From an optimization exercise on the open Yosys and OpenROAD flow, aimed at small area and few clock cycles per item; shortcuts taken in it are not production practice.
In this exercise RTL edits were held to simulation tests only and were not proved equivalent to the original.
No activity file was given, so power comes from the tool's default toggle rates.

===== flow/run.sh =====
#!/bin/bash
# synth_recipe.tcl (not shown) runs the flow's synth.tcl, then flattens the netlist and writes it again
# the make line also repeats each setting of config.mk as NAME=value (left out here)
make -C /OpenROAD-flow-scripts/flow DESIGN_CONFIG=/design/flow/config.mk WORK_HOME=/design/flow/orfs CLKGATE_MAP_FILE= SYNTH_SCRIPT=/design/flow/synth_recipe.tcl finish

===== flow/config.mk =====
export PLATFORM = sky130hd
export DESIGN_NAME = layer_loader_top
export DESIGN_NICKNAME = layer_loader_top
export VERILOG_FILES = /design/flow/design.v
export SDC_FILE = /design/flow/constraint.sdc
export NUM_CORES = 4
export LEC_CHECK = 0
export CAP_MARGIN = 20
export CORE_MARGIN = 2
export CORE_UTILIZATION = 40
export SLEW_MARGIN = 20

===== flow/constraint.sdc =====
create_clock -name core_clock -period 8.0 [get_ports {aclk}]
set_input_delay 1.6000 -clock core_clock [delete_from_list [all_inputs] [get_ports {aclk}]]
set_output_delay 1.6000 -clock core_clock [all_outputs]
set_load 0.01 [all_outputs]

===== flow/design.v =====
package load_pkg;
	localparam int unsigned BEAT_BYTES  = 8;
	localparam int unsigned BURST_BEATS = 16;
	localparam int unsigned BURST_BYTES = BEAT_BYTES * BURST_BEATS;
	localparam int unsigned UNIT_BURSTS = 4;
	localparam int unsigned N_CONV_UNIT = 8;
	typedef logic [31:0]                      addr_t;
	typedef logic [24:0]                      nburst_t;
	typedef logic [7:0]                       last_bytes_t;
	typedef logic [31:0]                      byte_cnt_t;
	typedef logic [BEAT_BYTES*8-1:0]          beat_t;
	typedef logic [$clog2(N_CONV_UNIT)-1:0]   cu_sel_t;
	typedef logic [N_CONV_UNIT-1:0]           cu_mask_t;
	typedef struct packed {
		addr_t       addr;
		nburst_t     nburst;
		last_bytes_t last_bytes;
	} stream_desc_t;
	typedef struct packed {
		stream_desc_t wei;
		stream_desc_t ftm;
	} layer_desc_t;
	typedef struct packed {
		addr_t   addr;
		nburst_t nburst;
	} rd_req_t;
	typedef enum logic [2:0] {
		ST_IDLE,
		ST_WEI_HOLD,
		ST_WEI_WAIT,
		ST_FTM_HOLD,
		ST_FTM_WAIT
	} load_state_t;
endpackage
`timescale 1ns/1ps
module stream_chunker
(
	input  logic         aclk,
	input  logic         aresetn,
	input  logic         init_i,
	input  logic         advance_i,
	input  load_pkg::stream_desc_t desc_i,
	output load_pkg::rd_req_t      chunk_o,
	output logic         last_o,
	output logic         exhausted_o,
	output load_pkg::byte_cnt_t    expect_o
);
	load_pkg::nburst_t     rema_r;
	load_pkg::nburst_t     nburst_r;
	load_pkg::addr_t       addr_r;
	load_pkg::last_bytes_t last_bytes_r;
	load_pkg::byte_cnt_t   expect_r;
	logic        last_r;
	logic        exhausted_r;
	load_pkg::nburst_t     src_rema;
	load_pkg::last_bytes_t src_last_bytes;
	logic        take_last;
	load_pkg::nburst_t     take_bursts;
	load_pkg::byte_cnt_t   take_bytes;
	always_comb begin
		src_rema       = init_i ? desc_i.nburst : rema_r;
		src_last_bytes = init_i ? desc_i.last_bytes : last_bytes_r;
		take_last      = (src_rema <= load_pkg::nburst_t'(load_pkg::UNIT_BURSTS));
		if (take_last) begin
			take_bursts = src_rema;
			take_bytes  = load_pkg::byte_cnt_t'(src_rema - load_pkg::nburst_t'(1)) * load_pkg::BURST_BYTES
				+ load_pkg::byte_cnt_t'(src_last_bytes);
		end else begin
			take_bursts = load_pkg::nburst_t'(load_pkg::UNIT_BURSTS);
			take_bytes  = load_pkg::byte_cnt_t'(load_pkg::UNIT_BURSTS * load_pkg::BURST_BYTES);
		end
	end
	always_ff @(posedge aclk) begin
		if (!aresetn) begin
			rema_r      <= '0;
			expect_r    <= '0;
			last_r      <= 1'b0;
			exhausted_r <= 1'b1;
		end else if (init_i) begin
			rema_r      <= src_rema - take_bursts;
			expect_r    <= take_bytes;
			last_r      <= take_last;
			exhausted_r <= 1'b0;
		end else if (advance_i) begin
			if (last_r) begin
				exhausted_r <= 1'b1;
			end else begin
				rema_r   <= src_rema - take_bursts;
				expect_r <= expect_r + take_bytes;
				last_r   <= take_last;
			end
		end
	end
	always_ff @(posedge aclk) begin
		if (init_i) begin
			addr_r       <= desc_i.addr;
			nburst_r     <= take_bursts;
			last_bytes_r <= desc_i.last_bytes;
		end else if (advance_i && !last_r) begin
			addr_r   <= addr_r + load_pkg::addr_t'(nburst_r) * load_pkg::addr_t'(load_pkg::BURST_BYTES);
			nburst_r <= take_bursts;
		end
	end
	assign chunk_o.addr   = addr_r;
	assign chunk_o.nburst = nburst_r;
	assign last_o         = last_r;
	assign exhausted_o    = exhausted_r;
	assign expect_o       = expect_r;
endmodule
`timescale 1ns/1ps
module beat_counter
(
	input  logic      aclk,
	input  logic      aresetn,
	input  logic      init_i,
	input  logic      beat_i,
	input  load_pkg::byte_cnt_t expect_i,
	output logic      pending_o,
	output load_pkg::cu_sel_t   cu_sel_o
);
	load_pkg::byte_cnt_t count_r;
	load_pkg::cu_sel_t   sel_r;
	always_ff @(posedge aclk) begin
		if (!aresetn) begin
			count_r <= '0;
			sel_r   <= '0;
		end else if (init_i) begin
			count_r <= '0;
			sel_r   <= '0;
		end else if (beat_i) begin
			count_r <= count_r + load_pkg::byte_cnt_t'(load_pkg::BEAT_BYTES);
			if (sel_r == load_pkg::cu_sel_t'(load_pkg::N_CONV_UNIT - 1)) begin
				sel_r <= '0;
			end else begin
				sel_r <= sel_r + load_pkg::cu_sel_t'(1);
			end
		end
	end
	assign pending_o = (count_r != expect_i);
	assign cu_sel_o  = sel_r;
endmodule
`timescale 1ns/1ps
module load_scheduler
(
	input  logic     aclk,
	input  logic     aresetn,
	input  logic     desc_we_i,
	output logic     desc_ready_o,
	input  logic     wb_full_i,
	input  logic     fb_full_i,
	input  logic     wb_sufficient_i,
	input  logic     rd_beat_i,
	input  load_pkg::beat_t    rd_data_i,
	output logic     rd_start_o,
	output load_pkg::rd_req_t  rd_req_o,
	input  load_pkg::rd_req_t  wei_chunk_i,
	input  logic     wei_last_i,
	input  logic     wei_exhausted_i,
	input  logic     wei_pending_i,
	input  load_pkg::cu_sel_t  wei_cu_sel_i,
	input  load_pkg::rd_req_t  ftm_chunk_i,
	input  logic     ftm_last_i,
	input  logic     ftm_exhausted_i,
	input  logic     ftm_pending_i,
	input  load_pkg::cu_sel_t  ftm_cu_sel_i,
	output logic     wei_init_o,
	output logic     wei_advance_o,
	output logic     wei_beat_o,
	output logic     ftm_init_o,
	output logic     ftm_advance_o,
	output logic     ftm_beat_o,
	output load_pkg::cu_mask_t wb_we_o,
	output load_pkg::cu_mask_t fb_we_o,
	output load_pkg::beat_t    buf_data_o,
	output logic     layer_done_o
);
	load_pkg::load_state_t state_r;
	load_pkg::load_state_t state_nxt;
	logic        accept;
	logic        ftm_active;
	assign desc_ready_o = (state_r == load_pkg::ST_IDLE);
	assign accept       = desc_we_i && desc_ready_o;
	always_comb begin
		state_nxt    = state_r;
		layer_done_o = 1'b0;
		case (state_r)
			load_pkg::ST_IDLE: begin
				if (accept) begin
					state_nxt = load_pkg::ST_WEI_HOLD;
				end
			end
			load_pkg::ST_WEI_HOLD: begin
				if (!wb_full_i) begin
					state_nxt = load_pkg::ST_WEI_WAIT;
				end
			end
			load_pkg::ST_WEI_WAIT: begin
				if (!wei_pending_i) begin
					if (wei_last_i && ftm_exhausted_i) begin
						state_nxt    = load_pkg::ST_IDLE;
						layer_done_o = 1'b1;
					end else if (!ftm_exhausted_i && (wb_sufficient_i || wei_last_i)) begin
						state_nxt = load_pkg::ST_FTM_HOLD;
					end else begin
						state_nxt = load_pkg::ST_WEI_HOLD;
					end
				end
			end
			load_pkg::ST_FTM_HOLD: begin
				if (!fb_full_i) begin
					state_nxt = load_pkg::ST_FTM_WAIT;
				end
			end
			load_pkg::ST_FTM_WAIT: begin
				if (!ftm_pending_i) begin
					if (ftm_last_i && wei_exhausted_i) begin
						state_nxt    = load_pkg::ST_IDLE;
						layer_done_o = 1'b1;
					end else if (ftm_last_i) begin
						state_nxt = load_pkg::ST_WEI_HOLD;
					end else begin
						state_nxt = load_pkg::ST_FTM_HOLD;
					end
				end
			end
			default: state_nxt = load_pkg::ST_IDLE;
		endcase
	end
	always_ff @(posedge aclk) begin
		if (!aresetn) begin
			state_r <= load_pkg::ST_IDLE;
		end else begin
			state_r <= state_nxt;
		end
	end
	assign wei_init_o = accept;
	assign ftm_init_o = accept;
	assign wei_advance_o = (state_r == load_pkg::ST_WEI_WAIT) && !wei_pending_i;
	assign ftm_advance_o = (state_r == load_pkg::ST_FTM_WAIT) && !ftm_pending_i;
	assign ftm_active = (state_r == load_pkg::ST_FTM_HOLD) || (state_r == load_pkg::ST_FTM_WAIT);
	assign rd_start_o = ((state_r == load_pkg::ST_WEI_HOLD) && !wb_full_i)
		|| ((state_r == load_pkg::ST_FTM_HOLD) && !fb_full_i);
	assign rd_req_o   = ftm_active ? ftm_chunk_i : wei_chunk_i;
	assign wei_beat_o = rd_beat_i && (state_r == load_pkg::ST_WEI_WAIT);
	assign ftm_beat_o = rd_beat_i && (state_r == load_pkg::ST_FTM_WAIT);
	assign wb_we_o    = wei_beat_o ? (load_pkg::cu_mask_t'(1) << wei_cu_sel_i) : '0;
	assign fb_we_o    = ftm_beat_o ? (load_pkg::cu_mask_t'(1) << ftm_cu_sel_i) : '0;
	assign buf_data_o = rd_data_i;
endmodule
`timescale 1ns/1ps
module layer_loader
(
	input  logic        aclk,
	input  logic        aresetn,
	input  logic        desc_we_i,
	input  load_pkg::layer_desc_t desc_i,
	output logic        desc_ready_o,
	input  logic        wb_full_i,
	input  logic        fb_full_i,
	input  logic        wb_sufficient_i,
	output logic        rd_start_o,
	output load_pkg::rd_req_t     rd_req_o,
	input  logic        rd_beat_i,
	input  load_pkg::beat_t       rd_data_i,
	output load_pkg::cu_mask_t    wb_we_o,
	output load_pkg::cu_mask_t    fb_we_o,
	output load_pkg::beat_t       buf_data_o,
	output logic        layer_done_o
);
	load_pkg::rd_req_t   wei_chunk;
	logic      wei_last;
	logic      wei_exhausted;
	load_pkg::byte_cnt_t wei_expect;
	logic      wei_pending;
	load_pkg::cu_sel_t   wei_cu_sel;
	logic      wei_init;
	logic      wei_advance;
	logic      wei_beat;
	load_pkg::rd_req_t   ftm_chunk;
	logic      ftm_last;
	logic      ftm_exhausted;
	load_pkg::byte_cnt_t ftm_expect;
	logic      ftm_pending;
	load_pkg::cu_sel_t   ftm_cu_sel;
	logic      ftm_init;
	logic      ftm_advance;
	logic      ftm_beat;
	stream_chunker u_wei_chunker (
		.aclk        (aclk),
		.aresetn     (aresetn),
		.init_i      (wei_init),
		.advance_i   (wei_advance),
		.desc_i      (desc_i.wei),
		.chunk_o     (wei_chunk),
		.last_o      (wei_last),
		.exhausted_o (wei_exhausted),
		.expect_o    (wei_expect)
	);
	stream_chunker u_ftm_chunker (
		.aclk        (aclk),
		.aresetn     (aresetn),
		.init_i      (ftm_init),
		.advance_i   (ftm_advance),
		.desc_i      (desc_i.ftm),
		.chunk_o     (ftm_chunk),
		.last_o      (ftm_last),
		.exhausted_o (ftm_exhausted),
		.expect_o    (ftm_expect)
	);
	beat_counter u_wei_beats (
		.aclk      (aclk),
		.aresetn   (aresetn),
		.init_i    (wei_init),
		.beat_i    (wei_beat),
		.expect_i  (wei_expect),
		.pending_o (wei_pending),
		.cu_sel_o  (wei_cu_sel)
	);
	beat_counter u_ftm_beats (
		.aclk      (aclk),
		.aresetn   (aresetn),
		.init_i    (ftm_init),
		.beat_i    (ftm_beat),
		.expect_i  (ftm_expect),
		.pending_o (ftm_pending),
		.cu_sel_o  (ftm_cu_sel)
	);
	load_scheduler u_sched (
		.aclk            (aclk),
		.aresetn         (aresetn),
		.desc_we_i       (desc_we_i),
		.desc_ready_o    (desc_ready_o),
		.wb_full_i       (wb_full_i),
		.fb_full_i       (fb_full_i),
		.wb_sufficient_i (wb_sufficient_i),
		.rd_beat_i       (rd_beat_i),
		.rd_data_i       (rd_data_i),
		.rd_start_o      (rd_start_o),
		.rd_req_o        (rd_req_o),
		.wei_chunk_i     (wei_chunk),
		.wei_last_i      (wei_last),
		.wei_exhausted_i (wei_exhausted),
		.wei_pending_i   (wei_pending),
		.wei_cu_sel_i    (wei_cu_sel),
		.ftm_chunk_i     (ftm_chunk),
		.ftm_last_i      (ftm_last),
		.ftm_exhausted_i (ftm_exhausted),
		.ftm_pending_i   (ftm_pending),
		.ftm_cu_sel_i    (ftm_cu_sel),
		.wei_init_o      (wei_init),
		.wei_advance_o   (wei_advance),
		.wei_beat_o      (wei_beat),
		.ftm_init_o      (ftm_init),
		.ftm_advance_o   (ftm_advance),
		.ftm_beat_o      (ftm_beat),
		.wb_we_o         (wb_we_o),
		.fb_we_o         (fb_we_o),
		.buf_data_o      (buf_data_o),
		.layer_done_o    (layer_done_o)
	);
endmodule
`timescale 1ns/1ps
module layer_loader_top (
	input  logic        aclk,
	input  logic        aresetn,
	input  logic        desc_we_i,
	input  logic [31:0] desc_wei_addr_i,
	input  logic [24:0] desc_wei_nburst_i,
	input  logic [7:0]  desc_wei_last_bytes_i,
	input  logic [31:0] desc_ftm_addr_i,
	input  logic [24:0] desc_ftm_nburst_i,
	input  logic [7:0]  desc_ftm_last_bytes_i,
	output logic        desc_ready_o,
	input  logic        wb_full_i,
	input  logic        fb_full_i,
	input  logic        wb_sufficient_i,
	output logic        rd_start_o,
	output logic [31:0] rd_addr_o,
	output logic [24:0] rd_nburst_o,
	input  logic        rd_beat_i,
	input  logic [63:0] rd_data_i,
	output logic [7:0]  wb_we_o,
	output logic [7:0]  fb_we_o,
	output logic [63:0] buf_data_o,
	output logic        layer_done_o
);
	load_pkg::layer_desc_t desc;
	load_pkg::rd_req_t     rd_req;
	assign desc.wei.addr       = desc_wei_addr_i;
	assign desc.wei.nburst     = desc_wei_nburst_i;
	assign desc.wei.last_bytes = desc_wei_last_bytes_i;
	assign desc.ftm.addr       = desc_ftm_addr_i;
	assign desc.ftm.nburst     = desc_ftm_nburst_i;
	assign desc.ftm.last_bytes = desc_ftm_last_bytes_i;
	layer_loader u_loader (
		.aclk            (aclk),
		.aresetn         (aresetn),
		.desc_we_i       (desc_we_i),
		.desc_i          (desc),
		.desc_ready_o    (desc_ready_o),
		.wb_full_i       (wb_full_i),
		.fb_full_i       (fb_full_i),
		.wb_sufficient_i (wb_sufficient_i),
		.rd_start_o      (rd_start_o),
		.rd_req_o        (rd_req),
		.rd_beat_i       (rd_beat_i),
		.rd_data_i       (rd_data_i),
		.wb_we_o         (wb_we_o),
		.fb_we_o         (fb_we_o),
		.buf_data_o      (buf_data_o),
		.layer_done_o    (layer_done_o)
	);
	assign rd_addr_o   = rd_req.addr;
	assign rd_nburst_o = rd_req.nburst;
endmodule

==> flow_metrics.tcl, run 1 <==
set metrics [dict create \
    outcome "timing/DRC/antenna clean" \
    gp_congestion 0.9243 \
    synthFlopType "dfxtp_1" \
    skew_ns 0.02085 \
    detail-route-antenna-nets 0 \
    avgViaCountPerCell 5.689 \
    hpwl_um 56070 \
    tritoncts "done" \
    numPlacedInstances 3800 \
    port_buffers 212 \
    drt-total-wl_um 76270 \
    max_freq_mhz 132.6 \
    slew_headroom_pct 35.75 \
    die_x_um 247.0 \
    path_max_fanout 5 \
    critical_path_class "primary input to flop" \
    worst_pin_slew_ns 0.9624 \
    grt_setup_unrepaired "no" \
    ys_warn_count 3 \
    clock_path_buffers 3 \
    ys_seq_area_share_pct 31.54 \
    ys_types 96 \
    hold_class "flop to flop" \
    ys_seq_elements 315 \
    finalNetCount 3405 \
    wl_per_cell_um 19.70 \
    fin_crit_sh_pct 94.29 \
    finalMaxSlewViolations 0 \
    grtUsageTotal_pct 24.64 \
    drive_above_1_share_pct 10.36 \
    grt_pass1_vias 21636 \
    h-tree-depth 2 \
    root_buffer "clkbuf_16" \
    row_count 89 \
    antenna_found_initial 6 \
    crit_required_ns 8.47 \
    synth_area_um2 23610 \
    hold-worst-slack_ns 0.4418 \
    cts_buffers 39 \
    total_power_w 0.006880 \
    drtPass1Iterations 6 \
    period_needed_ns 7.543 \
    final_area_um2 28180 \
    synth.avg_cell_area_um2 8.290 \
    fin_ws_ns 0.4565 \
    grt_pass1_wl_um 119700 \
    cap_violations 0 \
    synthArstFlopShare_pct 0 \
    finalHoldViolCount 0 \
    syn_inst 2848 \
    io-pin-count 341 \
    drtIter0Drc 1560 \
    final_cells 3871 \
    leakage_nw 10.90 \
    initial_core_util_pct 40.23 \
    fill_cells 5698 \
    finalSetupViolCount 0 \
    yosys.area.top_type "dfxtp_1" \
    startpoint_type "primary input" \
    yosysTopAreaCellShare_pct 17.04 \
    die_area_um2 60980 \
    clk_pin_slew_ns 0.05 \
    synth_area_leaders "dfxtp_1 17%, edfxtp_1 14%, ha_1 7.0%" \
    die_h_um 247.0 \
    post-route-drc-count 0 \
    clock_latency_ns 0.56 \
    design.core.area_um2 58690 \
    arrival_ns 8.01 \
    grt_max_degree 115 \
    power_density_nw_per_um2 244.1 \
    synth_edf_count 114 \
    clkSinkCount 315 \
    vias 22021 \
    syn_to_final_growth_pct 19.37 \
    cp-end-kind "flop" \
    dpl-instance-area_um2 26850 \
    ir_drop_mv 0.1545 \
    post-place-ws_ns -0.06838 \
    gr-total-overflow 0 \
    postCtsHoldBufs 0 \
]
==> placed cells by master, fill, tap and decap left out, types with 15 or more instances in the layout <==
cell / Yosys / final
clkbuf_16: 0 / 42
nor3_1: 70 / 70
inv_1: 54 / 52
or3_1: 37 / 37
clkdlybuf4s50_1: 0 / 212
a21oi_1: 214 / 213
xor2_1: 106 / 106
or2_2: 18 / 18
conb_1: 2 / 46
nand3_1: 88 / 88
nor4_1: 40 / 40
nand2b_1: 20 / 19
a31oi_1: 39 / 39
a211oi_1: 34 / 33
mux2i_1: 55 / 54
nor2b_1: 20 / 20
edfxtp_1: 114 / 114
nor2_1: 297 / 295
buf_4: 69 / 119
mux2_2: 66 / 66
o21a_1: 20 / 20
nand2_1: 307 / 306
xnor2_1: 154 / 153
and2_1: 36 / 36
ha_1: 132 / 131
o21ai_0: 136 / 135
dfxtp_1: 201 / 201
o211ai_1: 17 / 17
nand4_1: 54 / 54
a21o_1: 46 / 45
o31ai_1: 18 / 17
a22oi_1: 15 / 15
and3_1: 46 / 46
==> metrics by stage <==
stage,utilization (%),TNS (ns)
after floorplan,-,0
after global placement,45.73,0
after detailed placement,45.75,-0.1173
after CTS,48.02,0
after global routing,48.02,0
final,48.02,0
==> flip-flops by register name (all words and copies together) (netlist names), 3 cells and up <==
register	count
u_loader.u_wei_chunker.addr_r	32
u_loader.u_ftm_chunker.expect_r	32
u_loader.u_wei_chunker.last_bytes_r	8
u_loader.u_sched.state_r	3
u_loader.u_ftm_chunker.last_bytes_r	8
u_loader.u_wei_beats.count_r	29
u_loader.u_ftm_chunker.rema_r	25
u_loader.u_ftm_beats.count_r	29
u_loader.u_ftm_beats.sel_r	3
u_loader.u_wei_chunker.expect_r	32
u_loader.u_ftm_chunker.nburst_r	25
u_loader.u_wei_beats.sel_r	3
u_loader.u_wei_chunker.rema_r	25
u_loader.u_wei_chunker.nburst_r	25
u_loader.u_ftm_chunker.addr_r	32
==> critical path, cell delays in order <==
cell	delay, ns
clkdlybuf4s50_1	0.48
or4b_4	0.56
inv_8	0.09
mux2i_4	0.24
ha_4	0.18
nor4b_1	0.26
mux2i_1	0.17
a2111oi_1	0.38
buf_4	0.18
xor2_1	0.06
nor4_1	0.28
nand4_1	0.18
nor4b_2	0.40
xnor2_2	0.22
nor2_1	0.08
ha_1	0.32
and4_1	0.22
nand3_1	0.10
a211oi_2	0.30
o21ai_1	0.16
a2111oi_2	0.38
buf_4	0.19
o31ai_2	0.06
or3b_2	0.48
a21oi_2	0.14
xnor2_1	0.08
a211oi_2	0.20
==> Yosys cell counts, types with 55 or more instances <==
library cell	count
ha_1	132
xnor2_1	154
nand3_1	88
mux2i_1	55
a21oi_1	214
clkbuf_1	90
nor3_1	70
dfxtp_1	201
mux2_2	66
buf_4	69
edfxtp_1	114
nand2_1	307
xor2_1	106
nor2_1	297
o21ai_0	136
==> metal layers <==
layer	vias to the layer above	routed length (um)	track usage, %	part of all wire, %
li1	10666	-	-	-
met1	10561	34290	32.39	45
met2	665	35680	41.69	47
met3	117	4678	4.092	6.1
met4	12	1552	6.485	2.0
met5	-	72	0	0.094
==> logic make-up (layout without fill, tap and decap cells) <==
| kind of cell | after synthesis | after routing | synth area share (%) |
|---|---|---|---|
| other | 2 | 47 | 0.03181 |
| buffers and inverters | 256 | 461 | 5.474 |
| multiplexers | 124 | 124 | 5.729 |
| AO/OA/AOI/OAI | 660 | 660 | 17.93 |
| AND/OR/NAND/NOR | 1095 | 1095 | 22.32 |
| adder cells (fa/ha/maj) | 136 | 136 | 7.334 |
| flip-flops | 315 | 315 | 31.54 |
| XOR/XNOR | 260 | 260 | 9.645 |
==> area by class of cell <==
cell class	instances	area (um2)	share of cell area (%)
tap	773	967.2	3.432
sequential	315	7447	26.42
clock inverter	18	185.2	0.6570
timing repair buffer	335	3095	10.98
clock buffer	52	1149	4.075
antenna	1	2.502	0.008879
multi-input combinational	2321	15120	53.65
inverter	56	217.7	0.7725
==> worst paths after layout <==
path	from	to	slack, ns	cells after the start
hold reg to reg	u_loader.u_wei_chunker.last_bytes_r[0]	u_loader.u_wei_chunker.last_bytes_r[0]	0.44	2
setup reg to reg	u_loader.u_sched.state_r[0]	u_loader.u_wei_chunker.expect_r[30]	1.44	26
hold / removal	u_loader.u_wei_chunker.last_bytes_r[0]	u_loader.u_wei_chunker.last_bytes_r[0]	0.44	2
setup / recovery	desc_we_i	u_loader.u_wei_chunker.expect_r[30]	0.46	27
==> report_power, final <==
group          internal, W  total (W)  switching [W]
Combinational      0.00122    0.00283        0.00162
Clock              0.00111    0.00186       0.000751
Sequential         0.00197    0.00218       0.000213
Total              0.00430    0.00688        0.00258
==> timing repair <==
| item | in CTS | in global routing |
|---|---|---|
| setup buffers | 0 | 0 |
| endpoints found under the setup margin | 0 | 2 |
| gates resized for setup | 0 | 1 |
Testbench counts, summed over its fixed seeds: cycles 88,107, beats 73,010.
==> inputs of run 2 (changes only) <==
==> flow/design.v (replaced) <==
`timescale 1ns/1ps
module layer_loader_top (
	input  logic        aclk,
	input  logic        aresetn,
	input  logic        desc_we_i,
	input  logic [31:0] desc_wei_addr_i,
	input  logic [24:0] desc_wei_nburst_i,
	input  logic [7:0]  desc_wei_last_bytes_i,
	input  logic [31:0] desc_ftm_addr_i,
	input  logic [24:0] desc_ftm_nburst_i,
	input  logic [7:0]  desc_ftm_last_bytes_i,
	output logic        desc_ready_o,
	input  logic        wb_full_i,
	input  logic        fb_full_i,
	input  logic        wb_sufficient_i,
	output logic        rd_start_o,
	output logic [31:0] rd_addr_o,
	output logic [24:0] rd_nburst_o,
	input  logic        rd_beat_i,
	input  logic [63:0] rd_data_i,
	output logic [7:0]  wb_we_o,
	output logic [7:0]  fb_we_o,
	output logic [63:0] buf_data_o,
	output logic        layer_done_o
);
	logic        active;    
	logic        open;      
	logic        sel;       
	logic        w_done;    
	logic        f_done;    
	logic [31:0] w_addr, f_addr;
	logic [24:0] w_rem, f_rem;
	logic [3:0]  w_lbi, f_lbi;
	logic [5:0]  k;         
	logic [24:0] c_rem;
	logic        c_final;
	logic        c_full;
	assign c_rem   = sel ? f_rem : w_rem;
	assign c_final = (c_rem[24:3] == '0) && !(c_rem[2] && (c_rem[1:0] != 2'b00));
	assign c_full  = sel ? fb_full_i : wb_full_i;
	assign desc_ready_o = !active;
	assign rd_start_o   = active && !open && !c_full;
	assign rd_addr_o    = sel ? f_addr : w_addr;
	assign rd_nburst_o  = {22'd0, !c_final || c_rem[2], c_final ? c_rem[1:0] : 2'b00};
	logic       beat;
	logic       s_done;
	logic [1:0] hi_t;
	logic [3:0] lo_t;
	logic       last_beat;
	assign beat      = rd_beat_i && open;
	assign s_done    = sel ? f_done : w_done;
	assign hi_t      = s_done ? ((sel ? f_rem[1:0] : w_rem[1:0]) - 2'd1) : 2'b11;
	assign lo_t      = s_done ? (sel ? f_lbi : w_lbi) : 4'hf;
	assign last_beat = beat && (k == {hi_t, lo_t});
	assign layer_done_o = last_beat && w_done && f_done;
	assign wb_we_o      = (beat && !sel) ? (8'd1 << k[2:0]) : 8'd0;
	assign fb_we_o      = (beat &&  sel) ? (8'd1 << k[2:0]) : 8'd0;
	assign buf_data_o   = rd_data_i;
	logic sel_nxt;
	assign sel_nxt = !f_done && (sel || w_done || wb_sufficient_i);
	always_ff @(posedge aclk) begin
		if (!aresetn) begin
			active <= 1'b0;
			open   <= 1'b0;
		end else begin
			if (!active) active <= desc_we_i;
			else if (layer_done_o) active <= 1'b0;
			if (rd_start_o) open <= 1'b1;
			else if (last_beat) open <= 1'b0;
		end
	end
	always_ff @(posedge aclk) begin
		k <= open ? (k + {5'd0, beat}) : 6'd0;
	end
	always_ff @(posedge aclk) begin
		if (!active) begin
			sel    <= 1'b0;
			w_done <= 1'b0;
			f_done <= 1'b0;
		end else begin
			if (last_beat) sel <= sel_nxt;
			if (rd_start_o && !sel && c_final) w_done <= 1'b1;
			if (rd_start_o &&  sel && c_final) f_done <= 1'b1;
		end
	end
	always_ff @(posedge aclk) begin
		if (!active) begin
			w_addr <= desc_wei_addr_i;
			w_rem  <= desc_wei_nburst_i;
			w_lbi  <= desc_wei_last_bytes_i[6:3] - 4'd1;
		end else if (rd_start_o && !sel) begin
			w_addr[31:9] <= w_addr[31:9] + 23'd1;
			w_rem[24:2]  <= w_rem[24:2] - 23'd1;
		end
	end
	always_ff @(posedge aclk) begin
		if (!active) begin
			f_addr <= desc_ftm_addr_i;
			f_rem  <= desc_ftm_nburst_i;
			f_lbi  <= desc_ftm_last_bytes_i[6:3] - 4'd1;
		end else if (rd_start_o && sel) begin
			f_addr[31:9] <= f_addr[31:9] + 23'd1;
			f_rem[24:2]  <= f_rem[24:2] - 23'd1;
		end
	end
endmodule
==> run 2 against run 1 <==
Power decreased by 71%. Register-to-register slack improved by 3.5 ns. Fmax increased by 41%. Worst hold slack improved by 0.13 ns. Flip-flop and latch count decreased by 182. Global-route usage decreased by 7.0 points. Synthesized cell count decreased by 72%. Critical path depth decreased by 23. Die area decreased by 65%. Area after synthesis decreased by 65%. Critical path type is now primary input to output port. Largest cell class is now registers. Largest power group is now sequential cells.
==> flow_metrics.tcl, run 2 <==
set metrics [dict create \
    slowest_stage "a2111oi_1" \
    clk_pin_slew_ns 0.05 \
    synthArstFlopShare_pct 0 \
    synthFlopType "edfxtp_1" \
    hold-worst-slack_ns 0.5718 \
    power_density_nw_per_um2 196.0 \
    clock_path_buffers 2 \
    cts_buffers 17 \
    synthAdderAreaFrac_pct 1.376 \
    hp-start "k[5]" \
    max_freq_mhz 186.6 \
    synth_xor_area_share_pct 9.527 \
    yosysTopAreaCellShare_pct 44.78 \
    fin_crit_sh_pct 66.98 \
    leakage_nw 3.522 \
    yosys.area.top_type "edfxtp_1" \
    syn_inst 808 \
    vias 5943 \
    drtIter0Drc 242 \
    design.core.area_um2 20170 \
    post-route-drc-count 0 \
    die_h_um 147.0 \
    post-place-ws_ns 2.643 \
    synth.most_common_cell "edfxtp_1" \
    slew_headroom_pct 37.58 \
    grt_setup_unrepaired "no" \
    grt_pass1_vias 5797 \
    grt_pass1_wl_um 29920 \
    critical_path_class "primary input to output port" \
    hpwl_um 13530 \
    antenna_found_initial 1 \
    io-pin-count 341 \
    ys_types 50 \
    critPathMostFrequentCell "clkdlybuf4s50_1" \
    fin_ws_ns 2.641 \
    fin_util_pct 50.98 \
    synth.avg_cell_area_um2 10.13 \
    cp.buffers_inverters 2 \
    drt-total-wl_um 18940 \
    finalNetCount 1125 \
    arrival_ns 3.76 \
    synth_commonest_cells "122 x edfxtp_1, 121 x nor2_1, 86 x buf_4" \
    hold_class "flop to flop" \
    root_buffer "clkbuf_16" \
    path_max_fanout 4 \
    grt_max_degree 111 \
    synth_area_um2 8182 \
    postCtsSetupRepairBufs 0 \
    clock_latency_ns 0.42 \
    worst_pin_slew_ns 0.9339 \
    detail-route-antenna-nets 0 \
    synth_simple_gate_area_share_pct 18.55 \
    synth_compound_area_share_pct 7.004 \
    ys_seq_elements 133 \
    setup_tns_ns 0 \
    finalSetupViolCount 0 \
    crit_path_cell_trace "clkdlybuf4s50_1 > nor2b_1 > a2111oi_1 > clkdlybuf4s50_1" \
    startpoint_type "primary input" \
    skew_ns 0.01374 \
    ir_drop_mv 0.1787 \
    clkSinkCount 133 \
    gr-total-overflow 0 \
    synth.mux.area_fraction_pct 5.460 \
    outcome "timing/DRC/antenna clean" \
    die_x_um 147.0 \
    avgViaCountPerCell 4.961 \
    cp-end-kind "output port" \
    reg_top3 "f_addr x32, w_addr x32" \
    port_buffers 182 \
    startpoint "wb_full_i" \
    period_needed_ns 5.359 \
    gp_congestion 0.7912 \
    final_common_cell "clkdlybuf4s50_1" \
    critPathTopFamily "buffers and inverters" \
    finalMaxSlewViolations 0 \
    layout_common_cells "182 x clkdlybuf4s50_1, 122 x edfxtp_1, 121 x nor2_1, 81 x a21oi_1, 45 x xor2_1" \
    postCtsHoldBufs 0 \
    cap_violations 0 \
    synth_area_leaders "edfxtp_1 45%, buf_4 7.9%, nor2_1 5.6%" \
    crit_required_ns 6.40 \
    syn_to_final_growth_pct 25.68 \
    total_power_w 0.002016 \
    tritoncts "done" \
    finalHoldViolCount 0 \
    row_count 52 \
    ys_seq_area_share_pct 47.47 \
    max_stage_delay_ns 0.85 \
    crit-reg2reg-launch "active" \
    grtUsageTotal_pct 17.66 \
    initial_core_util_pct 40.56 \
    ys_warn_count 1 \
    die_area_um2 21610 \
    wl_per_cell_um 15.81 \
    h-tree-depth 4 \
    synth_edf_count 122 \
    synth_top_family_by_area "simple AND/OR/NAND/NOR gates" \
    drtPass1Iterations 4 \
    drive_above_1_share_pct 9.385 \
    ctsResizeCount 0 \
]
[run 2: cell count changes in the layout (fill, tap and decap cells not counted), sizes merged, moves of 53 or more]
cell   before  now
nor2      297  121
buf       123    5
dfxtp     201   11
mux2i      56    3
nand3      89   27
xor2      106   45
a21oi     215   81
ha        132    9
xnor2     154   44
o21ai     141   12
nand2     307   33
[run 2: power by group]
part	leakage, nW	internal [W]	switching (W)
Combinational	1.93	0.000165	0.000129
Sequential	1.31	0.000848	0.0000739
Clock	0.280	0.000492	0.000308
[run 2: kinds of logic (layout without fill, tap and decap cells)]
family	Yosys count	after routing
xor gates and xnor gates	89	89
buffers and inverters	136	234
DFF	133	133
muxes	40	40
adders and majority gates	9	9
and+or+nand+nor	293	293
AOI/OAI and AO/OA	107	107
other	1	23
[run 2: per-layer routing]
layer	global-route usage (%)	wire length (um)
met1	23.81	8730
met2	27.18	8727
met3	5.870	1191
met4	5.337	289
met5	0	0
[run 2: per-stage QoR]
stage               instance area, um2  cells
CTS                              10280   1197
global route                     10280   1198
floorplan                         8260    829
global placement                  9674   1166
detailed placement                9674   1166
finish                           10280   1198
[run 2: worst min-delay path: cells and delay by family, from the launching register on]
kind / cells / cell delay (ns)
xor gates and xnor gates: 1 / 0.16
and+or+nand+nor: 1 / 0.04
DFF: 1 / 0.33
[run 2: cell type report]
cell class              count  area (um2)
flip-flops and latches    133        3889
fillers                  1895        9887
diodes                      1       2.502
repair buffers            187        1863
well taps                 270       337.8
inverters                  16       60.06
multi-input cells         560        3528
clock buffers              17       425.4
clock inverters            14       176.4
[run 2: path summary, 6_finish.rpt]
path	cells after the start	end	slack (ns)
setup / recovery	4	rd_start_o	2.64
hold reg to reg	2	k[5]	0.57
hold / removal	2	k[5]	0.57
setup reg to reg	5	f_addr[28]	4.95
Testbench counts of run 2, summed over its fixed seeds: cycles 86,800, beats 73,010.
==> inputs of run 3 (changes only) <==
--- a/flow/design.v
+++ b/flow/design.v
@@ -83,24 +83,26 @@
 			if (rd_start_o &&  sel && c_final) f_done <= 1'b1;
 		end
 	end
+	logic w_step, f_step;
+	assign w_step = rd_start_o && !sel;
+	assign f_step = rd_start_o &&  sel;
 	always_ff @(posedge aclk) begin
 		if (!active) begin
 			w_addr <= desc_wei_addr_i;
 			w_rem  <= desc_wei_nburst_i;
-			w_lbi  <= desc_wei_last_bytes_i[6:3] - 4'd1;
-		end else if (rd_start_o && !sel) begin
-			w_addr[31:9] <= w_addr[31:9] + 23'd1;
-			w_rem[24:2]  <= w_rem[24:2] - 23'd1;
+			f_addr <= desc_ftm_addr_i;
+			f_rem  <= desc_ftm_nburst_i;
+		end else begin
+			w_addr[31:9] <= w_addr[31:9] + {22'd0, w_step};
+			w_rem[24:2]  <= w_rem[24:2]  - {22'd0, w_step};
+			f_addr[31:9] <= f_addr[31:9] + {22'd0, f_step};
+			f_rem[24:2]  <= f_rem[24:2]  - {22'd0, f_step};
 		end
 	end
 	always_ff @(posedge aclk) begin
 		if (!active) begin
-			f_addr <= desc_ftm_addr_i;
-			f_rem  <= desc_ftm_nburst_i;
-			f_lbi  <= desc_ftm_last_bytes_i[6:3] - 4'd1;
-		end else if (rd_start_o && sel) begin
-			f_addr[31:9] <= f_addr[31:9] + 23'd1;
-			f_rem[24:2]  <= f_rem[24:2] - 23'd1;
+			w_lbi <= desc_wei_last_bytes_i[6:3] - 4'd1;
+			f_lbi <= desc_ftm_last_bytes_i[6:3] - 4'd1;
 		end
 	end
 endmodule
--- a/flow/config.mk
+++ b/flow/config.mk
@@ -5,6 +5,7 @@
 export SDC_FILE = /design/flow/constraint.sdc
 export NUM_CORES = 4
 export LEC_CHECK = 0
+export ABC_AREA = 1
 export CAP_MARGIN = 20
 export CORE_MARGIN = 2
 export CORE_UTILIZATION = 40
==> run 3 against run 2 <==
Largest cell class is now multi-input combinational cells. Register-to-register slack gained 0.08 ns. Global-route usage rose by 1.1 points. Worst hold slack lost 0.074 ns. Clock skew is 0.0033 ns higher. Clock power shrank 7.1%. Final cell count increased by 26%. Area after synthesis decreased by 3.9%. Non-clock buffer count down 2. Power fell by 9.4%.
==> flow_metrics.tcl, run 3 <==
set metrics [dict create \
    yosys.area.top_type "dfxtp_1" \
    numPlacedInstances 1473 \
    grt_max_degree 89 \
    ys_warn_count 1 \
    root_buffer "clkbuf_16" \
    final_area_um2 9883 \
    synthFlopType "dfxtp_1" \
    ctsResizeCount 0 \
    die_h_um 144.2 \
    skew_ns 0.01705 \
    leakage_nw 4.172 \
    cp-end-kind "output port" \
    cts_buffers 17 \
    postCtsSetupRepairBufs 0 \
    ir_drop_mv 0.1211 \
    ys_seq_elements 133 \
    period_needed_ns 4.836 \
    row_count 51 \
    final_cells 1505 \
    arrival_ns 3.24 \
    finalHoldViolCount 0 \
    grtUsageTotal_pct 18.77 \
    min_path_cells 2 \
    layout_common_cells "340 x nand2_1, 182 x clkdlybuf4s50_1, 137 x nor2_1, 101 x dfxtp_1, 86 x inv_1" \
    wl_per_cell_um 12.88 \
    reg_top3 "f_addr x32, w_addr x32" \
    clk_pin_slew_ns 0.06 \
    synth_edf_count 30 \
    wl_met3_um 960 \
    avgViaCountPerCell 4.579 \
    synth.most_common_cell "nand2_1" \
    wl_met1_um 8984 \
    num_antenna_cells 0 \
    path_max_fanout 8 \
    design.core.area_um2 19400 \
    dr_wl_met2_um 9237 \
    max_freq_mhz 206.8 \
    grt_pass1_wl_um 30660 \
    worst_pin_slew_ns 0.8422 \
    detail-route-antenna-nets 0 \
    post-route-drc-count 0 \
    gr-total-overflow 0 \
    drtPass1Iterations 6 \
    clkSinkCount 133 \
    setup_tns_ns 0 \
    hold-worst-slack_ns 0.4974 \
    crit-reg2reg-launch "sel" \
    outcome "timing/DRC/antenna clean" \
    fin_crit_sh_pct 60.45 \
    drtIter0Drc 332 \
    crit_required_ns 6.40 \
    gp_congestion 0.8298 \
    grt_setup_unrepaired "no" \
    clock_latency_ns 0.42 \
    hold_class "flop to flop" \
    io-pin-count 341 \
    dpl-instance-area_um2 9320 \
    port_buffers 182 \
    synth_area_um2 7864 \
    drive_above_1_share_pct 5.565 \
    top_layer "met4" \
    hp-start "f_rem[4]" \
    hpwl_um 14190 \
    vias 6892 \
    ff_latch_area_um2 2965 \
    synth_area_leaders "dfxtp_1 26%, nand2_1 16%, edfxtp_1 11%" \
    tritoncts "done" \
    finalMaxSlewViolations 0 \
    h-tree-depth 4 \
    startpoint "rd_beat_i" \
    syn_to_final_growth_pct 25.68 \
    power_density_nw_per_um2 184.8 \
    critical_path_class "primary input to output port" \
    initial_core_util_pct 40.54 \
    ff2ff_path_depth 14 \
    startpoint_type "primary input" \
    die_x_um 144.2 \
    fill_cells 1961 \
    antenna_found_initial 0 \
    postCtsHoldBufs 0 \
    finalNetCount 1441 \
    synth.avg_cell_area_um2 7.015 \
    final_common_cell "nand2_1" \
    ys_seq_area_share_pct 37.68 \
    synth_commonest_cells "340 x nand2_1, 137 x nor2_1, 103 x dfxtp_1" \
    die_area_um2 20800 \
    yosysTopAreaCellShare_pct 26.22 \
    slew_headroom_pct 43.85 \
    grt_pass1_vias 6341 \
    clock_path_buffers 2 \
    ys_types 35 \
    multi_input_area_um2 3846 \
    synthArstFlopShare_pct 0 \
    cap_violations 0 \
    drt-total-wl_um 19390 \
    syn_inst 1121 \
    finalSetupViolCount 0 \
]
[run 3: changes by cell type in the layout (fill, tap and decap cells not counted), sizes merged, moves of 7 or more]
cell,before,now
a21oi,81,17
and2,7,0
dfxtp,11,103
edfxtp,122,30
inv,19,96
mux2,37,0
nand2,33,346
nand3,27,63
nor2,121,147
nor3b,8,0
nor4,12,2
o21ai,12,77
or3,7,0
xnor2,44,18
[run 3: final cells by class]
type                            instances  area share, %
Clock buffer                           17          4.304
Clock inverter                         15          1.393
Inverter                               88          3.368
Multi-Input combinational cell        802          38.92
Sequential cell                       133          30.00
Tap cell                              265          3.355
Timing Repair Buffer                  185          18.66
[run 3: worst max-delay path, stage by stage]
cell and delay, ns:
clkdlybuf4s50_1 0.45, nand2_1 0.05, inv_1 0.14, nand2_1 0.19, nor3_1 0.22, clkdlybuf4s50_1 0.57
[run 3: cells by family (layout without fill, tap and decap cells)]
family | count (synthesis) | in the layout | synth area share, %
other cells | 1 | 22 | 0.04769
fa+ha+maj | 13 | 13 | 2.068
simple gates | 601 | 601 | 32.03
flops | 133 | 133 | 37.68
xor+xnor | 58 | 58 | 6.460
buf+inv | 207 | 305 | 14.42
mux | 1 | 1 | 0.1273
compound gates | 107 | 107 | 7.176
[run 3: path summary, 6_finish.rpt]
kind | slack, ns | endpoint
setup / recovery | 3.16 | wb_we_o[7]
hold / removal | 0.50 | f_rem[4]
setup reg to reg | 5.03 | w_addr[31]
hold reg to reg | 0.50 | f_rem[4]
[run 3: metrics by stage]
step | power, W | utilization [%] | worst slack [ns]
finish | 0.001826 | 50.95 | 3.164
global route | 0.001923 | 50.95 | 3.045
CTS | 0.001850 | 50.95 | 3.179
detailed placement | 0.001098 | 48.05 | 3.171
global placement | 0.001095 | 48.05 | 3.168
floorplan | 0.0009983 | - | 4.222
[run 3: where the power goes]
group / leakage, nW / switching (W) / internal [W]
sequential: 1.17 / 0.0000509 / 0.000751
combinational: 2.74 / 0.000139 / 0.000142
clock: 0.269 / 0.000333 / 0.000410
[run 3: metal layers]
layer	vias to the layer above	GRT usage, %
met3	25	4.040
met4	0	5.212
li1	3665	-
met1	3039	24.36
met5	-	0
met2	163	31.63
Testbench counts of run 3, summed over its fixed seeds: cycles 86,800, beats 73,010.
==> inputs of run 4 (changes only) <==
--- a/flow/config.mk
+++ b/flow/config.mk
@@ -5,7 +5,6 @@
 export SDC_FILE = /design/flow/constraint.sdc
 export NUM_CORES = 4
 export LEC_CHECK = 0
-export ABC_AREA = 1
 export CAP_MARGIN = 20
 export CORE_MARGIN = 2
 export CORE_UTILIZATION = 40
==> run 4 against run 3 <==
Design area is 6.8% lower. Core utilization is 0.87 points higher. Power is 0.47% lower. First-iteration DRC count is 43% lower. Register-to-register slack worse by 1.3 ns. Worst hold slack better by 0.00079 ns. Via count is 18% lower. Routed wire length is 12% lower. Sequential share of layout area is 2.2 points higher. Critical endpoint is now layer_done_o. Largest power group unchanged.
==> flow_metrics.tcl, run 4 <==
set metrics [dict create \
    outcome "timing/DRC/antenna clean" \
    die_x_um 138.1 \
    slew_headroom_pct 36.98 \
    fin_crit_sh_pct 67.46 \
    io-pin-count 341 \
    clock_latency_ns 0.42 \
    cp-end-kind "output port" \
    clkSinkCount 133 \
    ys_seq_area_share_pct 41.18 \
    cts_buffers 17 \
    synth_commonest_cells "115 x nor2_1, 103 x dfxtp_1, 86 x buf_4" \
    reg_top3 "f_addr x32, w_addr x32" \
    grt_pass1_wl_um 27120 \
    finalSetupViolCount 0 \
    detail-route-antenna-nets 0 \
    drt-total-wl_um 17000 \
    grtUsageTotal_pct 17.57 \
    wl_per_cell_um 14.75 \
    postCtsSetupRepairBufs 0 \
    ys_types 49 \
    drtIter0Drc 188 \
    skew_ns 0.01136 \
    cp.buffers_inverters 3 \
    antenna_found_initial 0 \
    startpoint_type "flop" \
    ir_drop_mv 0.1518 \
    port_buffers 182 \
    grt_pass1_vias 5394 \
    final_common_cell "clkdlybuf4s50_1" \
    clock_path_buffers 2 \
    gr-total-overflow 0 \
    critPathTopFamily "buffers and inverters" \
    arrival_ns 3.80 \
    hold_class "flop to flop" \
    leakage_nw 3.347 \
    avgViaCountPerCell 4.909 \
    total_power_w 0.001817 \
    root_buffer "clkbuf_16" \
    die_h_um 138.1 \
    design.core.area_um2 17780 \
    max_freq_mhz 185.3 \
    crit_required_ns 6.40 \
    synth.mux.area_fraction_pct 6.504 \
    syn_to_final_growth_pct 28.05 \
    synth.avg_cell_area_um2 8.937 \
    syn_inst 805 \
    synth_area_um2 7194 \
    yosys.area.top_type "dfxtp_1" \
    power_density_nw_per_um2 197.3 \
    ys_warn_count 1 \
    fin_util_pct 51.82 \
    finalNetCount 1125 \
    slowest_stage "nor4_1" \
    synth_top_family_by_area "simple AND/OR/NAND/NOR gates" \
    layout_common_cells "182 x clkdlybuf4s50_1, 115 x nor2_1, 101 x dfxtp_1, 80 x a21oi_1, 49 x xor2_1" \
    row_count 49 \
    synthFlopType "dfxtp_1" \
    clk_pin_slew_ns 0.06 \
    vias 5660 \
    synth_xor_area_share_pct 11.32 \
    synthAdderAreaFrac_pct 2.261 \
    ctsResizeCount 0 \
    gp_congestion 0.7846 \
    synth_area_leaders "dfxtp_1 29%, edfxtp_1 13%, buf_4 9.0%" \
    hpwl_um 12310 \
    period_needed_ns 5.397 \
    postCtsHoldBufs 0 \
    synth_edf_count 30 \
    yosysTopAreaCellShare_pct 28.66 \
    setup_tns_ns 0 \
    crit_path_cell_trace "buf_4 > inv_1 > a21boi_0 > a21oi_1 > o22a_1 > nor4_1 > and3_1 > clkdlybuf4s50_1" \
    drtPass1Iterations 6 \
    tritoncts "done" \
    cap_violations 0 \
    grt_max_degree 103 \
    path_max_fanout 42 \
    final_cells 1153 \
    die_area_um2 19070 \
    worst_pin_slew_ns 0.9454 \
    critical_path_class "flop to output port" \
    synth_compound_area_share_pct 8.278 \
    numPlacedInstances 1121 \
    synth_simple_gate_area_share_pct 18.75 \
    num_antenna_cells 0 \
    grt_setup_unrepaired "no" \
    hold-worst-slack_ns 0.4982 \
    drive_above_1_share_pct 8.658 \
    initial_core_util_pct 40.46 \
    finalMaxSlewViolations 0 \
    synth.most_common_cell "nor2_1" \
    max_stage_delay_ns 0.54 \
    finalHoldViolCount 0 \
    h-tree-depth 4 \
    synthArstFlopShare_pct 0 \
    ys_seq_elements 133 \
    post-route-drc-count 0 \
]
## run 4: cell count changes after synthesis, moves of 26 or more
cell / change
nand2_1: -306
inv_1: -68
a21oi_1: +63
o21ai_0: -61
mux2_2: +38
nand3_1: -29
xnor2_1: +26
## run 4: cell families after synthesis
kind of cell	count (synthesis)
AOI/OAI and AO/OA	107
xor gates and xnor gates	93
adders and majority gates	13
buffers and inverters	137
DFF	133
muxes	42
other	1
and+or+nand+nor	279
## run 4: final timing paths
path	slack, ns	to	cells past startpoint	start
hold / removal	0.50	w_rem[10]	2	w_rem[10]
hold reg to reg	0.50	w_rem[10]	2	w_rem[10]
setup / recovery	2.60	layer_done_o	8	sel
setup reg to reg	3.75	f_addr[31]	11	active
## run 4: layout make-up
class	count	area, um2
Fill cell	1652	8567
Clock inverter	15	148.9
Tap cell	229	286.5
Multi-Input combinational cell	556	3472
Clock buffer	17	425.4
Inverter	18	67.56
Sequential cell	133	2968
Timing Repair Buffer	185	1844
## run 4: metal layers
metal	wire [um]	vias to the layer above	track usage (%)
met5	0	-	0
met4	412	0	7.411
met3	1277	36	6.408
met2	7887	194	28.19
met1	7427	2557	21.37
li1	-	2873	-
## run 4: per-stage QoR
stage | setup slack, ns | instance area (um2)
2_1_floorplan | 3.663 | 7273
3_3_place_gp | 2.756 | 8638
3_5_place_dp | 2.742 | 8638
4_1_cts | 2.563 | 9213
5_1_grt | 2.227 | 9213
6_report | 2.603 | 9213
## run 4: report_power, final
| part | internal (W) | total [W] | switching (W) | leakage, nW |
|---|---|---|---|---|
| clock | 0.000435 | 0.000754 | 0.000319 | 0.265 |
| combinational | 0.000150 | 0.000249 | 0.0000992 | 1.91 |
| sequential | 0.000751 | 0.000813 | 0.0000621 | 1.17 |
| total | 0.00134 | 0.00182 | 0.000481 | 3.35 |
## run 4: worst min-delay path, cell delays in order, from the launching register on
cell,delay [ns]
dfxtp_1,0.32
o41ai_1,0.06
a31oi_1,0.07
==> inputs of run 5 (changes only) <==
==> flow/flow/run.sh (new file) <==
#!/bin/bash
# Standard layout, with the ports buffered by the smallest buffer and a clock tree of small
# clock buffers without dummy loads.
set -euo pipefail
export BUFFER_PORTS_ARGS="-buffer_cell sky130_fd_sc_hd__buf_1"
export CTS_ARGS="-sink_clustering_enable -repair_clock_nets -dont_use_dummy_load -buf_list {sky130_fd_sc_hd__clkbuf_8}"
bash standard.sh finish > standard.log 2>&1
==> flow/standard.sh (new file) <==
#!/bin/bash
# synth_recipe.tcl (not shown) runs the flow's synth.tcl, then flattens the netlist and writes it again
# the make line also repeats each setting of config.mk as NAME=value (left out here)
make -C /OpenROAD-flow-scripts/flow DESIGN_CONFIG=/design/flow/config.mk WORK_HOME=/design/flow/orfs CLKGATE_MAP_FILE= SYNTH_SCRIPT=/design/flow/synth_recipe.tcl "${@:-finish}"
--- a/flow/config.mk
+++ b/flow/config.mk
@@ -7,5 +7,5 @@
 export LEC_CHECK = 0
 export CAP_MARGIN = 20
 export CORE_MARGIN = 2
-export CORE_UTILIZATION = 40
+export CORE_UTILIZATION = 65
 export SLEW_MARGIN = 20
removed: flow/run.sh
==> run 5 against run 4 <==
Count of clock-buffer cells in the layout is the same. Highest routed layer is now met5. Combinational power shrank 24%. Power shrank 22%. Final cell count shrank 9.1%. Synthesized cell count is the same. Design area shrank 17%. Critical endpoint unchanged. Largest cell class unchanged. Fmax grew 4.5%. Clock power shrank 46%. First-iteration DRC count grew 84%.
==> flow_metrics.tcl, run 5 <==
set metrics [dict create \
    drtPass1Iterations 5 \
    synthFlopType "dfxtp_1" \
    hold-worst-slack_ns 0.4869 \
    synth.most_common_cell "nor2_1" \
    clock_latency_ns 0.45 \
    finalSetupViolCount 0 \
    finalMaxSlewViolations 0 \
    drt-total-wl_um 18220 \
    reg_top3 "f_addr x32, w_addr x32" \
    setup_tns_ns 0 \
    io-pin-count 341 \
    leakage_nw 2.709 \
    cap_violations 0 \
    tritoncts "done" \
    root_buffer "clkbuf_8" \
    clk_pin_slew_ns 0.06 \
    clock_path_buffers 2 \
    final_cells 1048 \
    fill_cells 908 \
    antenna_found_initial 1 \
    cp-end-kind "output port" \
    period_needed_ns 5.166 \
    die_h_um 109.2 \
    vias 5759 \
    grt_pass1_vias 5187 \
    postCtsHoldBufs 0 \
    outcome "timing/DRC/antenna clean" \
    worst_pin_slew_ns 0.8836 \
    yosysTopAreaCellShare_pct 28.66 \
    power_density_nw_per_um2 185.1 \
    clkSinkCount 133 \
    synth_area_um2 7194 \
    finalHoldViolCount 0 \
    fin_ws_ns 2.834 \
    postCtsSetupRepairBufs 0 \
    slew_headroom_pct 41.09 \
    startpoint_type "flop" \
    die_x_um 109.2 \
    ff_latch_area_um2 2970 \
    synth_area_leaders "dfxtp_1 29%, edfxtp_1 13%, buf_4 9.0%" \
    design.core.area_um2 10840 \
    dpl-instance-area_um2 7381 \
    max_freq_mhz 193.6 \
    syn_to_final_growth_pct 5.878 \
    skew_ns 0.01600 \
    grt_setup_unrepaired "no" \
    avgViaCountPerCell 5.495 \
    synthArstFlopShare_pct 0 \
    drtIter0Drc 345 \
    wl_per_cell_um 17.39 \
    synth_commonest_cells "115 x nor2_1, 103 x dfxtp_1, 86 x buf_4" \
    synth.avg_cell_area_um2 8.937 \
    synth_edf_count 30 \
    yosys.area.top_type "dfxtp_1" \
    arrival_ns 3.57 \
    min_path_cells 2 \
    ir_drop_mv 0.1515 \
    post-place-ws_ns 2.996 \
    numPlacedInstances 1031 \
    hpwl_um 14220 \
    critical_path_class "flop to output port" \
    finalNetCount 1124 \
    row_count 38 \
    layout_common_cells "182 x buf_1, 115 x nor2_1, 101 x dfxtp_1, 80 x a21oi_1, 49 x xor2_1" \
    fin_crit_sh_pct 64.57 \
    grt_pass1_wl_um 26390 \
    ys_seq_area_share_pct 41.18 \
    post-route-drc-count 0 \
    ys_types 49 \
    cts_buffers 17 \
    path_max_fanout 50 \
    hold_class "flop to flop" \
    ys_warn_count 1 \
    grt_max_degree 98 \
    ctsResizeCount 0 \
    gr-total-overflow 0 \
    h-tree-depth 4 \
    ys_seq_elements 133 \
    initial_core_util_pct 66.37 \
    drive_above_1_share_pct 7.048 \
    die_area_um2 11930 \
    multi_input_area_um2 3472 \
    final_area_um2 7617 \
    final_common_cell "buf_1" \
    ff2ff_path_depth 10 \
    syn_inst 805 \
    gp_congestion 0.8959 \
    crit_required_ns 6.40 \
    grtUsageTotal_pct 29.63 \
    detail-route-antenna-nets 0 \
    port_buffers 182 \
    num_antenna_cells 0 \
    r2r_setup_slack_ns 3.87 \
]
[run 5: cell types whose count changed in the layout (fill, tap and decap cells not counted)]
| cell | delta |
|---|---|
| buf_1 | +182 |
| buf_4 | -1 |
| bufinv_16 | -1 |
| clkbuf_16 | -17 |
| clkbuf_8 | +17 |
| clkdlybuf4s50_1 | -182 |
| clkinv_4 | -3 |
| clkinvlp_4 | -5 |
| dfxtp_2 | -1 |
| dfxtp_4 | +1 |
| inv_6 | -5 |
| inv_8 | -1 |
[run 5: worst max-delay path, stage by stage, from the launching register on]
cell	delay, ns
dfxtp_4	0.76
mux2i_1	0.48
ha_1	0.33
nor4_1	0.30
a31oi_1	0.08
o22a_1	0.21
nor4_1	0.52
and3_1	0.26
buf_1	0.16
[run 5: cell type report]
type,instances,area share [%]
clock buffer,17,3.072
timing repair buffer,184,9.166
inverter,18,0.8870
tap,140,2.300
sequential,133,38.99
multi-input combinational,556,45.58
[run 5: logic make-up (layout without fill, tap and decap cells)]
family | after synthesis | count (layout) | share of synthesized area, %
AND/OR/NAND/NOR | 279 | 279 | 18.75
buffers and inverters | 137 | 219 | 11.65
flip-flops | 133 | 133 | 41.18
AO/OA/AOI/OAI | 107 | 107 | 8.278
XOR/XNOR | 93 | 93 | 11.32
multiplexers | 42 | 42 | 6.504
adder cells (fa/ha/maj) | 13 | 13 | 2.261
other | 1 | 22 | 0.05212
[run 5: through the flow]
| stage | util, % | power (W) |
|---|---|---|
| floorplan | - | 0.0009860 |
| global placement | 68.09 | 0.001006 |
| detailed placement | 68.09 | 0.001015 |
| CTS | 70.24 | 0.001418 |
| global route | 70.27 | 0.001473 |
| finish | 70.27 | 0.001410 |
[run 5: power by group]
group	internal (W)	leakage, nW	total, W	switching (W)
registers	0.000751	1.17	0.000815	0.0000640
clock network	0.000186	0.122	0.000407	0.000220
logic	0.0000898	1.42	0.000189	0.0000991
total	0.00103	2.71	0.00141	0.000383
[run 5: path summary, 6_finish.rpt]
kind / from / end
worst min register to register: w_rem[10] / w_rem[10]
worst max-delay path: sel / layer_done_o
worst min-delay path: w_rem[10] / w_rem[10]
worst max register to register: active / w_rem[23]
[run 5: metal layers]
layer	vias up	share of wire [%]	GRT usage (%)	wire length, um
li1	2849	-	-	-
met1	2611	36	30.76	6557
met2	259	45	45.52	8250
met3	38	16	22.00	2841
met4	2	3.0	12.12	554
met5	-	0.088	0	16
==> inputs of run 6 (changes only) <==
==> flow/flow/run.sh (replaced) <==
#!/bin/bash
# Standard layout, with the ports buffered by the smallest buffer and a clock tree of small
# clock buffers without dummy loads.
set -euo pipefail
export BUFFER_PORTS_ARGS="-buffer_cell sky130_fd_sc_hd__buf_1"
export CTS_ARGS="-sink_clustering_enable -repair_clock_nets -dont_use_dummy_load -root_buf sky130_fd_sc_hd__clkbuf_8 -buf_list {sky130_fd_sc_hd__clkbuf_4}"
bash standard.sh finish > standard.log 2>&1
==> run 6 against run 5 <==
Still clean on timing, DRC and antenna. Final cell count stayed put. Fmax hardly changed. Setup slack lost 0.00087 ns. Worst hold slack better by 0.0042 ns. First-iteration DRC count increased by 17%. Flip-flop and latch count stayed put. Critical path type unchanged.
==> flow_metrics.tcl, run 6 <==
set metrics [dict create \
    gp_congestion 0.8959 \
    skew_ns 0.02521 \
    ys_warn_count 1 \
    antenna_found_initial 1 \
    finalNetCount 1124 \
    initial_core_util_pct 66.37 \
    grt_max_degree 98 \
    drtPass1Iterations 7 \
    ir_drop_mv 0.1249 \
    vias 5765 \
    period_needed_ns 5.166 \
    hold_class "flop to flop" \
    port_buffers 182 \
    grt_setup_unrepaired "no" \
    drtIter0Drc 405 \
    synth.avg_cell_area_um2 8.937 \
    synth.most_common_cell "nor2_1" \
    hold-worst-slack_ns 0.4911 \
    cp-end-kind "output port" \
    tritoncts "done" \
    fin_crit_sh_pct 64.58 \
    fin_util_pct 69.34 \
    reg_top3 "f_addr x32, w_addr x32" \
    slew_headroom_pct 40.89 \
    ys_seq_area_share_pct 41.18 \
    clk_pin_slew_ns 0.09 \
    design.core.area_um2 10840 \
    synth_compound_area_share_pct 8.278 \
    finalHoldViolCount 0 \
    worst_pin_slew_ns 0.8867 \
    wl_per_cell_um 17.31 \
    ys_seq_elements 133 \
    synth_edf_count 30 \
    synth_top_family_by_area "simple AND/OR/NAND/NOR gates" \
    synth_area_leaders "dfxtp_1 29%, edfxtp_1 13%, buf_4 9.0%" \
    post-route-drc-count 0 \
    cap_violations 0 \
    outcome "timing/DRC/antenna clean" \
    io-pin-count 341 \
    grt_pass1_wl_um 26210 \
    die_area_um2 11930 \
    die_h_um 109.2 \
    yosysTopAreaCellShare_pct 28.66 \
    leakage_nw 2.668 \
    yosys.area.top_type "dfxtp_1" \
    root_buffer "clkbuf_8" \
    drt-total-wl_um 18140 \
    hpwl_um 14220 \
    max_freq_mhz 193.6 \
    final_cells 1048 \
    syn_to_final_growth_pct 4.487 \
    detail-route-antenna-nets 0 \
    synthAdderAreaFrac_pct 2.261 \
    clock_path_buffers 2 \
    ctsResizeCount 0 \
    total_power_w 0.001313 \
    num_antenna_cells 0 \
    path_max_fanout 50 \
    grt_pass1_vias 5170 \
    synth_area_um2 7194 \
    row_count 38 \
    clkSinkCount 133 \
    final_common_cell "buf_1" \
    avgViaCountPerCell 5.501 \
    finalSetupViolCount 0 \
    syn_inst 805 \
    crit_required_ns 6.40 \
    arrival_ns 3.57 \
    grtUsageTotal_pct 29.57 \
    synthArstFlopShare_pct 0 \
    startpoint_type "flop" \
    postCtsHoldBufs 0 \
    clock_latency_ns 0.44 \
    gr-total-overflow 0 \
    synth_simple_gate_area_share_pct 18.75 \
    setup_tns_ns 0 \
    synthFlopType "dfxtp_1" \
    finalMaxSlewViolations 0 \
    die_x_um 109.2 \
    numPlacedInstances 1031 \
    h-tree-depth 4 \
    critical_path_class "flop to output port" \
    synth_xor_area_share_pct 11.32 \
    power_density_nw_per_um2 174.7 \
    drive_above_1_share_pct 7.048 \
    synth_commonest_cells "115 x nor2_1, 103 x dfxtp_1, 86 x buf_4" \
    layout_common_cells "182 x buf_1, 115 x nor2_1, 101 x dfxtp_1, 80 x a21oi_1, 49 x xor2_1" \
    ys_types 49 \
    cts_buffers 17 \
    synth.mux.area_fraction_pct 6.504 \
    postCtsSetupRepairBufs 0 \
]
-- run 6: cell counts after synthesis --
No cell type changed its count.
-- run 6: area by class of cell --
cell class | instances | area, um2
clock buffer | 17 | 133.9
timing repair buffer | 184 | 698.2
tap | 140 | 175.2
fill | 925 | 3323
sequential | 133 | 2970
inverter | 18 | 67.56
multi-input combinational | 556 | 3472
-- run 6: worst paths after layout --
path	startpoint	end	slack (ns)	depth (start not counted)
min reg2reg	w_rem[10]	w_rem[10]	0.49	2
max	sel	layer_done_o	2.83	8
min	w_rem[10]	w_rem[10]	0.49	2
max reg2reg	active	w_rem[23]	3.86	10
-- run 6: through the flow --
stage	instance area [um2]	setup WS, ns
floorplan	7273	3.663
global placement	7381	3.090
detailed placement	7381	2.996
CTS	7515	2.505
global route	7517	2.528
finish	7517	2.834
-- run 6: power breakdown --
| part | internal [W] | leakage (nW) | total, W | switching (W) |
|---|---|---|---|---|
| sequential | 0.000750 | 1.17 | 0.000814 | 0.0000638 |
| clock | 0.000104 | 0.0808 | 0.000311 | 0.000207 |
| combinational | 0.0000898 | 1.42 | 0.000189 | 0.0000990 |
-- run 6: routing by layer --
layer,global-route usage (%),share of wire (%),wire length [um],up-vias
li1,-,-,-,2861
met1,30.45,36,6540,2606
met2,45.79,46,8294,260
met3,21.10,16,2869,36
met4,13.20,2.3,426,2
met5,0,0.066,12,-
-- run 6: worst max-delay path: stages (launching register included) --
cell and delay [ns]:
dfxtp_4 0.77, mux2i_1 0.49, ha_1 0.33, nor4_1 0.30, a31oi_1 0.08, o22a_1 0.21
nor4_1 0.53, and3_1 0.26, buf_1 0.16
-- run 6: logic make-up (layout without fill, tap and decap cells) --
family          after synthesis  after routing
compound gates              107            107
xor+xnor                     93             93
fa+ha+maj                    13             13
buf+inv                     137            219
flops                       133            133
mux                          42             42
other cells                   1             22
simple gates                279            279

-- static timing again, ports no longer ideal --
The results above use ideal ports. As a check the final layouts listed here were re-extracted and re-timed, cells and wires unchanged.
Step 1: set_driving_cell puts a clkbuf_16 on aclk and a buf_2 on each other input, an assumption about the parent block.
Step 2 also shifts input and output timing later by t, the mid clock arrival at the registers, as if the neighbouring blocks saw the same clock.
a / b / c = ideal ports / drivers / drivers and shift; a / b = the first two.
run	shift t [ns]	slack for setup (ns)	worst hold slack (ns)	worst setup path after step 2	clock arrival spread, ns
run 1	0.611	0.457 / 0.484 / -0.128	0.442 / 0.442 / 0.442	input to register	0.021 / 0.021
run 2	0.453	2.641 / 2.614 / 2.614	0.572 / 0.572 / 0.572	input to output	0.015 / 0.015
run 3	0.452	3.164 / 3.127 / 3.127	0.497 / 0.497 / 0.497	input to output	0.018 / 0.018
run 4	0.457	2.603 / 2.560 / 2.727	0.498 / 0.498 / 0.498	input to output	0.012 / 0.011
run 5	0.482	2.834 / 2.798 / 3.280	0.487 / 0.487 / 0.487	register to output	0.018 / 0.018
run 6	0.461	2.834 / 2.798 / 3.259	0.491 / 0.491 / 0.491	register to output	0.028 / 0.028
With both steps, setup timing fails in run 1, where it was met with ideal ports. For run 1, which loses most, drivers alone change the setup slack by +0.027 ns; drivers and shift together by -0.585 ns.
